Context: an optimization exercise on an open-source flow, tuned for small area. The choices shown serve that exercise and are no tape-out recipe.
In this exercise RTL edits were held to simulation tests only and were not proved equivalent to the original.
Power and IR drop assume default switching activity.

**run.sh**
```bash
#!/bin/bash
# synth_recipe.tcl (not shown) runs the flow's synth.tcl, then flattens the netlist and writes it again
# the make line also repeats each setting of config.mk as NAME=value (left out here)
make -C /OpenROAD-flow-scripts/flow DESIGN_CONFIG=/design/flow/config.mk WORK_HOME=/design/flow/orfs CLKGATE_MAP_FILE= SYNTH_SCRIPT=/design/flow/synth_recipe.tcl finish
```
**config.mk**
```make
export PLATFORM = sky130hd
export DESIGN_NAME = decode_stage
export DESIGN_NICKNAME = decode_stage
export VERILOG_FILES = /design/flow/design.v
export SDC_FILE = /design/flow/constraint.sdc
export NUM_CORES = 4
export LEC_CHECK = 0
export CAP_MARGIN = 20
export CORE_MARGIN = 2
export CORE_UTILIZATION = 30
export PLACE_DENSITY = 0.5
export SLEW_MARGIN = 20
```
**constraint.sdc**
```tcl
create_clock -name core_clock -period 7.0 [get_ports {clock}]
set_input_delay 1.4000 -clock core_clock [delete_from_list [all_inputs] [get_ports {clock}]]
set_output_delay 1.4000 -clock core_clock [all_outputs]
set_load 0.01 [all_outputs]
```
**design.v**
```verilog
package mips_isa_pkg;
    localparam int IMM_W       = 16;                 
    localparam int INDEX_W     = 26;                 
    localparam int PC_REGION_W = 32 - INDEX_W - 2;  
    typedef logic [32-1:0]       word_t;
    typedef logic [5-1:0] reg_addr_t;
    typedef logic [5:0]             opcode_t;
    typedef logic [5:0]             funct_t;
    typedef logic [4:0]             shamt_t;
    typedef logic [IMM_W-1:0]       imm16_t;
    typedef logic [INDEX_W-1:0]     index_t;
    typedef struct packed {
        opcode_t   opcode;
        reg_addr_t rs;
        reg_addr_t rt;
        reg_addr_t rd;
        shamt_t    shamt;
        funct_t    funct;
    } r_fmt_t;
    typedef struct packed {
        opcode_t   opcode;
        reg_addr_t rs;
        reg_addr_t rt;
        imm16_t    imm;
    } i_fmt_t;
    typedef struct packed {
        opcode_t opcode;
        index_t  index;
    } j_fmt_t;
    localparam opcode_t OPC_RTYPE = 6'b000000;
    localparam opcode_t OPC_J     = 6'b000010;
    localparam opcode_t OPC_JAL   = 6'b000011;
    localparam opcode_t OPC_BEQ   = 6'b000100;
    localparam opcode_t OPC_BNE   = 6'b000101;
    localparam opcode_t OPC_ADDI  = 6'b001000;
    localparam opcode_t OPC_ADDIU = 6'b001001;
    localparam opcode_t OPC_SLTI  = 6'b001010;
    localparam opcode_t OPC_SLTIU = 6'b001011;
    localparam opcode_t OPC_ANDI  = 6'b001100;
    localparam opcode_t OPC_ORI   = 6'b001101;
    localparam opcode_t OPC_XORI  = 6'b001110;
    localparam opcode_t OPC_LUI   = 6'b001111;
    localparam opcode_t OPC_LW    = 6'b100011;
    localparam opcode_t OPC_SW    = 6'b101011;
    localparam logic [3:0] FUNCT_SHIFT_GRP = 4'b0000;  
    localparam logic [2:0] FUNCT_JUMP_GRP  = 3'b001;   
endpackage
package decode_pkg;
    typedef logic [2:0] command_t;
    typedef logic [5:0] control_t;
    typedef logic [2:0] imm_kind_t;
    typedef logic [1:0] target_kind_t;
    typedef logic [1:0] dest_kind_t;
    localparam command_t CMD_NONE        = 3'd0;
    localparam command_t CMD_ALU         = 3'd1;
    localparam command_t CMD_JUMP_BRANCH = 3'd2;
    localparam command_t CMD_LOAD        = 3'd3;
    localparam command_t CMD_STORE       = 3'd7;
    localparam control_t CTRL_NONE = 6'b000000;
    localparam control_t CTRL_ADD  = 6'b100000;
    localparam control_t CTRL_AND  = 6'b100100;
    localparam control_t CTRL_OR   = 6'b100101;
    localparam control_t CTRL_XOR  = 6'b100110;
    localparam control_t CTRL_SLT  = 6'b101010;
    localparam control_t CTRL_LUI  = 6'b111111;
    localparam control_t CTRL_BEQ  = 6'd1;
    localparam control_t CTRL_BNE  = 6'd2;
    localparam control_t CTRL_J    = 6'd3;
    localparam control_t CTRL_JAL  = 6'd4;
    localparam imm_kind_t IMM_NONE    = 3'd0;
    localparam imm_kind_t IMM_SHAMT   = 3'd1;  
    localparam imm_kind_t IMM_SEXT16  = 3'd2;
    localparam imm_kind_t IMM_ZEXT16  = 3'd3;
    localparam imm_kind_t IMM_UPPER16 = 3'd4;  
    localparam imm_kind_t IMM_LINK    = 3'd5;  
    localparam target_kind_t TGT_NONE   = 2'd0;
    localparam target_kind_t TGT_NEXT   = 2'd1;
    localparam target_kind_t TGT_BRANCH = 2'd2;
    localparam target_kind_t TGT_JUMP   = 2'd3;
    localparam dest_kind_t DEST_NONE = 2'd0;
    localparam dest_kind_t DEST_RD   = 2'd1;
    localparam dest_kind_t DEST_RT   = 2'd2;
endpackage
import mips_isa_pkg::*;
module decode_stage_reg (
    input  logic                           clock,
    input  logic                           reset,
    input  logic                           clear,
    input  logic                           stall,
    input  logic [4*32-1:0] instructions,
    input  logic [4*32-1:0] pcs,
    output logic [4*32-1:0] slot_words,
    output logic [4*32-1:0] slot_pcs
);
    always_ff @(posedge clock) begin
        if (reset) begin
            slot_words <= '0;
            slot_pcs   <= '0;
        end else if (!stall) begin
            if (clear) begin
                slot_words <= '0;  
                slot_pcs   <= '0;
            end else begin
                slot_words <= instructions;
                slot_pcs   <= pcs;
            end
        end
    end
endmodule
import mips_isa_pkg::*;
import decode_pkg::*;
module slot_decoder (
    input  mips_isa_pkg::word_t               word,
    output decode_pkg::imm_kind_t           ctrl_imm_kind,     
    output decode_pkg::target_kind_t        ctrl_target_kind,  
    output decode_pkg::dest_kind_t          ctrl_dest_kind,    
    output logic                ctrl_rs_used,
    output logic                ctrl_rt_used,
    output decode_pkg::command_t            command,
    output decode_pkg::control_t            control_signal,
    output logic                sel_imm
);
    mips_isa_pkg::r_fmt_t fields;
    assign fields = mips_isa_pkg::r_fmt_t'(word);
    always_comb begin
        command          = CMD_NONE;  
        control_signal   = CTRL_NONE;
        sel_imm          = 1'b0;
        ctrl_imm_kind = IMM_NONE;
        ctrl_target_kind = TGT_NONE;
        ctrl_dest_kind = DEST_NONE;
        ctrl_rs_used = 1'b0;
        ctrl_rt_used = 1'b0;
        case (fields.opcode)
            OPC_RTYPE: begin
                control_signal   = decode_pkg::control_t'(fields.funct);
                sel_imm          = (fields.funct[5:2] == FUNCT_SHIFT_GRP);
                command          = (fields.funct[5:3] == FUNCT_JUMP_GRP) ? CMD_JUMP_BRANCH
                                                                         : CMD_ALU;
                ctrl_imm_kind = IMM_SHAMT;
                ctrl_target_kind = TGT_NEXT;
                ctrl_dest_kind = DEST_RD;
                ctrl_rs_used = 1'b1;
                ctrl_rt_used = 1'b1;
            end
            OPC_ADDI, OPC_ADDIU, OPC_ANDI, OPC_ORI,
            OPC_XORI, OPC_LUI, OPC_SLTI, OPC_SLTIU: begin
                command        = CMD_ALU;
                sel_imm        = 1'b1;
                ctrl_dest_kind = DEST_RT;  
                ctrl_rs_used = 1'b1;
                case (fields.opcode)
                    OPC_ADDI, OPC_ADDIU: control_signal = CTRL_ADD;
                    OPC_ANDI:            control_signal = CTRL_AND;
                    OPC_ORI:             control_signal = CTRL_OR;
                    OPC_XORI:            control_signal = CTRL_XOR;
                    OPC_LUI:             control_signal = CTRL_LUI;
                    default:             control_signal = CTRL_SLT;  
                endcase
                if (fields.opcode == OPC_ADDI || fields.opcode == OPC_SLTI) begin
                    ctrl_imm_kind = IMM_SEXT16;
                end else if (fields.opcode == OPC_LUI) begin
                    ctrl_imm_kind = IMM_UPPER16;
                end else begin
                    ctrl_imm_kind = IMM_ZEXT16;
                end
            end
            OPC_LW, OPC_SW: begin
                command        = (fields.opcode == OPC_SW) ? CMD_STORE : CMD_LOAD;
                sel_imm        = 1'b1;
                ctrl_imm_kind = IMM_SEXT16;  
                ctrl_dest_kind = DEST_RT;
                ctrl_rs_used = 1'b1;
            end
            OPC_BEQ, OPC_BNE: begin
                command          = CMD_JUMP_BRANCH;
                control_signal   = (fields.opcode == OPC_BEQ) ? CTRL_BEQ : CTRL_BNE;
                ctrl_target_kind = TGT_BRANCH;
                ctrl_rs_used = 1'b1;
                ctrl_rt_used = 1'b1;
            end
            OPC_J, OPC_JAL: begin
                command          = CMD_JUMP_BRANCH;
                control_signal   = (fields.opcode == OPC_JAL) ? CTRL_JAL : CTRL_J;
                sel_imm          = (fields.opcode == OPC_JAL);  
                ctrl_imm_kind = (fields.opcode == OPC_JAL) ? IMM_LINK : IMM_NONE;
                ctrl_target_kind = TGT_JUMP;
            end
            default: begin
            end
        endcase
    end
endmodule
import mips_isa_pkg::*;
import decode_pkg::*;
module operand_former (
    input  mips_isa_pkg::word_t               word,
    input  mips_isa_pkg::word_t               pc,
    input  decode_pkg::imm_kind_t           ctrl_imm_kind,
    input  decode_pkg::target_kind_t        ctrl_target_kind,
    input  decode_pkg::dest_kind_t          ctrl_dest_kind,
    input  logic                ctrl_rs_used,
    input  logic                ctrl_rt_used,
    output mips_isa_pkg::reg_addr_t           rd,
    output mips_isa_pkg::reg_addr_t           rs,
    output mips_isa_pkg::reg_addr_t           rt,
    output mips_isa_pkg::word_t               imm,
    output mips_isa_pkg::word_t               target_pc
);
    mips_isa_pkg::r_fmt_t r_fields;
    mips_isa_pkg::i_fmt_t i_fields;
    mips_isa_pkg::j_fmt_t j_fields;
    mips_isa_pkg::word_t  pc_plus4;
    mips_isa_pkg::word_t  branch_offset;
    assign r_fields = mips_isa_pkg::r_fmt_t'(word);
    assign i_fields = mips_isa_pkg::i_fmt_t'(word);
    assign j_fields = mips_isa_pkg::j_fmt_t'(word);
    assign pc_plus4      = pc + mips_isa_pkg::word_t'(4);
    assign branch_offset = {{(32-IMM_W-2){i_fields.imm[IMM_W-1]}}, i_fields.imm, 2'b00};
    assign rs = ctrl_rs_used ? r_fields.rs : '0;
    assign rt = ctrl_rt_used ? r_fields.rt : '0;
    always_comb begin
        case (ctrl_dest_kind)
            DEST_RD: rd = r_fields.rd;
            DEST_RT: rd = r_fields.rt;
            default: rd = '0;
        endcase
    end
    always_comb begin
        case (ctrl_imm_kind)
            IMM_SHAMT:   imm = mips_isa_pkg::word_t'(r_fields.shamt);
            IMM_SEXT16:  imm = {{(32-IMM_W){i_fields.imm[IMM_W-1]}}, i_fields.imm};
            IMM_ZEXT16:  imm = mips_isa_pkg::word_t'(i_fields.imm);
            IMM_UPPER16: imm = {i_fields.imm, {(32-IMM_W){1'b0}}};
            IMM_LINK:    imm = pc_plus4;
            default:     imm = '0;
        endcase
    end
    always_comb begin
        case (ctrl_target_kind)
            TGT_NEXT:   target_pc = pc_plus4;
            TGT_BRANCH: target_pc = pc_plus4 + branch_offset;
            TGT_JUMP:   target_pc = {pc[32-1 -: PC_REGION_W], j_fields.index, 2'b00};
            default:    target_pc = '0;
        endcase
    end
endmodule
import mips_isa_pkg::*;
import decode_pkg::*;
module decode_stage (
    input  logic                                 clock,
    input  logic                                 reset,
    input  logic                                 clear,
    input  logic                                 stall,
    input  logic [4*32-1:0]       instructions,
    input  logic [4*32-1:0]       pcs,
    output logic [4*5-1:0] rd,
    output logic [4*5-1:0] rs,
    output logic [4*5-1:0] rt,
    output logic [4*3-1:0]           command,
    output logic [4*6-1:0]           control_signal,
    output logic [4-1:0]             sel_imm,
    output logic [4*32-1:0]       imm,
    output logic [4*32-1:0]       target_pc,
    output logic [4*32-1:0]       out_pcs
);
    logic [4*32-1:0] slot_words;
    logic [4*32-1:0] slot_pcs;
    decode_stage_reg stage_reg_i (
        .clock        (clock),
        .reset        (reset),
        .clear        (clear),
        .stall        (stall),
        .instructions (instructions),
        .pcs          (pcs),
        .slot_words   (slot_words),
        .slot_pcs     (slot_pcs)
    );
    for (genvar i = 0; i < 4; i++) begin : g_slot
        decode_pkg::imm_kind_t    ctrl_imm_kind;
        decode_pkg::target_kind_t ctrl_target_kind;
        decode_pkg::dest_kind_t   ctrl_dest_kind;
        logic         ctrl_rs_used;
        logic         ctrl_rt_used;
        slot_decoder decoder_i (
            .word             (slot_words[i*32 +: 32]),
            .ctrl_imm_kind    (ctrl_imm_kind),
            .ctrl_target_kind (ctrl_target_kind),
            .ctrl_dest_kind   (ctrl_dest_kind),
            .ctrl_rs_used     (ctrl_rs_used),
            .ctrl_rt_used     (ctrl_rt_used),
            .command          (command[i*3 +: 3]),
            .control_signal   (control_signal[i*6 +: 6]),
            .sel_imm          (sel_imm[i])
        );
        operand_former former_i (
            .word             (slot_words[i*32 +: 32]),
            .pc               (slot_pcs[i*32 +: 32]),
            .ctrl_imm_kind    (ctrl_imm_kind),
            .ctrl_target_kind (ctrl_target_kind),
            .ctrl_dest_kind   (ctrl_dest_kind),
            .ctrl_rs_used     (ctrl_rs_used),
            .ctrl_rt_used     (ctrl_rt_used),
            .rd               (rd[i*5 +: 5]),
            .rs               (rs[i*5 +: 5]),
            .rt               (rt[i*5 +: 5]),
            .imm              (imm[i*32 +: 32]),
            .target_pc        (target_pc[i*32 +: 32])
        );
        assign out_pcs[i*32 +: 32] = slot_pcs[i*32 +: 32];
    end
endmodule
```
==> flow_summary.yaml <==
layout:
  mostFrequentLayoutCells: "clkdlybuf4s50_1, nor2_1, a22oi_1, dfxtp_1, nand2_1"
  layout_commonest_cell: "clkdlybuf4s50_1"
  syn2layout_area_growth_pct: 43.69
  nFillCells: 7358
  fin_cells: 4608
  final_nets: 4031
  drive_gt1_frac: 0.04995
  fin_util: 0.4349
clock_tree:
  worstSkewPairLatency_ps: 570
  cts_tree: "yes"
  clock-root-buffer: "clkbuf_16"
  cts_buffer_depth: 3
  postCtsSetupRepairBufs: 0
  htreeDepth: 2
  clock-sinks: 256
  cts_buffers: 35
  postCtsHoldBufs: 0
  clk_pin_slew_worst_paths_ps: 60
setup_path:
  crit_cells: 16
  r2r_cells: 3
  critPathLaunchType: "flop"
  crit_path_cell_trace: "ha_1, nand2_1, or3_1, nor2b_1, xnor2_1, inv_1, ha_1, nand4_1, a2111oi_1, nor4b_4, a211oi_2, a21oi_1, o21ai_1, xnor2_1, o221ai_1, clkdlybuf4s50_1"
  r2r_slack_ps: 5610
  path_class: "reg2out"
  crit_fanout: 7
  cp.required_ps: 5600
  slowest_delay_ps: 650
  worstSetupEndpointType: "primary output"
  worst-path-buf-inv: 2
  crit_slowest_cell: "clkdlybuf4s50_1"
  crit_arrival_ps: 5350
  cp_top_family: "compound AO/OA/AOI/OAI gates"
run_status:
  status: "no timing/DRC/antenna violations"
sta:
  relSlewSlack: 0.3293
  timing.hold.ws_ps: 544.2
  finClkSkew_ps: 0
  worst_pin_slew_ps: 1005
  grt_setup_unrepaired: "yes"
  finalHoldViolCount: 0
  drv_slew: 0
  setup_violations: 0
  layout_setup_ws_ps: 251.4
  fmax_mhz: 148.2
  finalCritPeriodShare: 0.9641
  period_needed_ps: 6749
global_routing:
  grt-ovfl-total: 0
  grt_pass1_vias: 25320
  grt_pass1_wl_um: 176000
  antenna_found_initial: 14
  grt_max_degree: 136
  grtUsageTotal: 0.3103
die:
  die_w_um: 275.1
  num_rows: 99
  die_area_mm2: 0.07567
  die_h_um: 275.1
  start_util: 0.3027
  core_area_mm2: 0.07283
  design.portCount: 744
detailed_routing:
  highest-signal-layer: "met5"
  drt-vias-per-instance: 5.798
  drc: 0
  post_drt_wl_per_cell_um: 26.94
  vias: 26720
  wl_met2_um: 59370
  drtIter0Drc: 2489
  wl_met1_um: 50720
  drt_first_pass_iters: 6
  ant_nets: 0
  routed_wl_um: 124100
  wl_met3_um: 8825
placed_design:
  dpl_worst_slack_ps: 585.1
  place_hpwl_um: 97940
  gp_congestion: 1.011
  io_buffers: 743
  placed_cells: 4542
synth:
  syn_area_mm2: 0.02205
  avgSynthCellArea_um2: 7.405
  syn_inst: 2977
  synth.distinct_cells: 90
  async_flop_share: 0
  yosysWarnings: 3
  synth-seq-cells: 256
  synth-edff-count: 0
  synth_flop_cell: "dfxtp_1"
  synth_nets: 3388
  yosysSeqAreaShare: 0.2325
min_path:
  hp-class: "reg2reg"
  hold_depth: 2
power:
  ir_drop_v: 0.0001845
  p_leak_nw: 12.52
  power_density_mw_per_mm2: 148.4
  p_total_mw: 4.700
job:
  cap_violations: 0
==> registers in the layout (all words and copies together) (netlist names) <==
signal	cells
stage_reg_i.slot_pcs	128
stage_reg_i.slot_words	128
==> final timing paths <==
check                                                  from                           to
worst max-delay path               stage_reg_i.slot_pcs[66]                target_pc[94]
worst min-delay path             stage_reg_i.slot_words[56]   stage_reg_i.slot_words[56]
worst max register to register  stage_reg_i.slot_words[111]  stage_reg_i.slot_words[111]
worst min register to register   stage_reg_i.slot_words[56]   stage_reg_i.slot_words[56]
==> cell type report <==
class	count	area, um^2	area share
diodes	5	12.51	0.0003950
clock buffers	42	952.2	0.03006
clock inverters	19	200.2	0.006319
inverters	126	473.0	0.01493
multi-input cells	2402	15840	0.4999
flip-flops and latches	256	5125	0.1618
well taps	959	1200	0.03788
repair buffers	799	7879	0.2487
==> through the flow <==
stage / instance area (um^2) / TNS [ps]
after global routing: 31680 / -0.6750
after CTS: 31570 / 0
final: 31680 / 0
after detailed placement: 30410 / 0
after global placement: 30410 / 0
after floorplan: 22050 / 0
==> synthesized netlist by cell type (all sizes together) (20+ instances only) <==
| cell | instances | area share |
|---|---|---|
| a31oi | 28 | 0.0079 |
| ha | 147 | 0.083 |
| nand4 | 26 | 0.0074 |
| inv | 125 | 0.021 |
| and2 | 44 | 0.012 |
| xor2 | 104 | 0.041 |
| dfxtp | 256 | 0.23 |
| a221o | 73 | 0.033 |
| o221ai | 44 | 0.017 |
| nand2b | 20 | 0.0057 |
| nor2b | 39 | 0.011 |
| nand2 | 244 | 0.042 |
| a21oi | 144 | 0.033 |
| and3 | 35 | 0.010 |
| clkbuf | 174 | 0.031 |
| o21ai | 194 | 0.044 |
| nor2 | 421 | 0.072 |
| nor3 | 38 | 0.0091 |
| xnor2 | 104 | 0.041 |
| o21bai | 20 | 0.0068 |
| nand3 | 82 | 0.019 |
| a21o | 61 | 0.021 |
| a22oi | 334 | 0.11 |
==> layer usage <==
layer  GRT usage  vias to the layer above
li1            -                    12250
met1      0.3838                    13070
met2      0.5307                     1148
met3     0.05996                      238
met4      0.1174                       16
met5           0                        -
==> worst min-delay path, cell delays in order, from the launching register on <==
cell,delay [ps]
dfxtp_1,350
a22oi_1,90
nor2_1,70
==> logic make-up after synthesis <==
| family | after synthesis | share of synthesized area |
|---|---|---|
| AND/OR/NAND/NOR | 1018 | 0.2121 |
| adder cells (fa/ha/maj) | 151 | 0.08706 |
| buffers and inverters | 319 | 0.05658 |
| multiplexers | 10 | 0.004597 |
| flip-flops | 256 | 0.2325 |
| AO/OA/AOI/OAI | 1015 | 0.3245 |
| XOR/XNOR | 208 | 0.08263 |
==> power breakdown <==
group          total [mW]  internal, mW  switching [mW]
Sequential           1.64          1.51           0.130
Combinational        1.19         0.537           0.657
Clock                1.86          1.08           0.777
Total                4.70          3.14            1.56
==> timing repair <==
item	4_1_cts	5_1_grt
endpoints found under the setup margin	5	13
hold endpoints to repair	0	0
pin swaps	0	0
gates resized for setup	3	15

separate check: timing with driven ports:
Ports are ideal in the flow. The routed layout listed here was re-timed in OpenROAD.
Step 1 assumes that a clkbuf_16 drives the clock port and a buf_2 every other input.
Step 2 times the ports against the registers' clock, not the clock port: input delays grow and output delays shrink by t, the midpoint of the rising clock arrivals with the driver on.
a / b / c = ideal ports / drivers / drivers and shift; a / b = the first two.
t, ns: 0.635
slack for setup (ns): 0.251 / 0.181 / 0.816
latest minus earliest clock arrival (ns): 0.027 / 0.026
slew at the worst register clock pin (ns): 0.07 / 0.07
worst data-port slew with drivers (ns): 0.16
After both steps setup and hold are still met in this run. For this run, drivers alone change the setup slack by -0.070 ns; drivers and shift together by +0.565 ns.
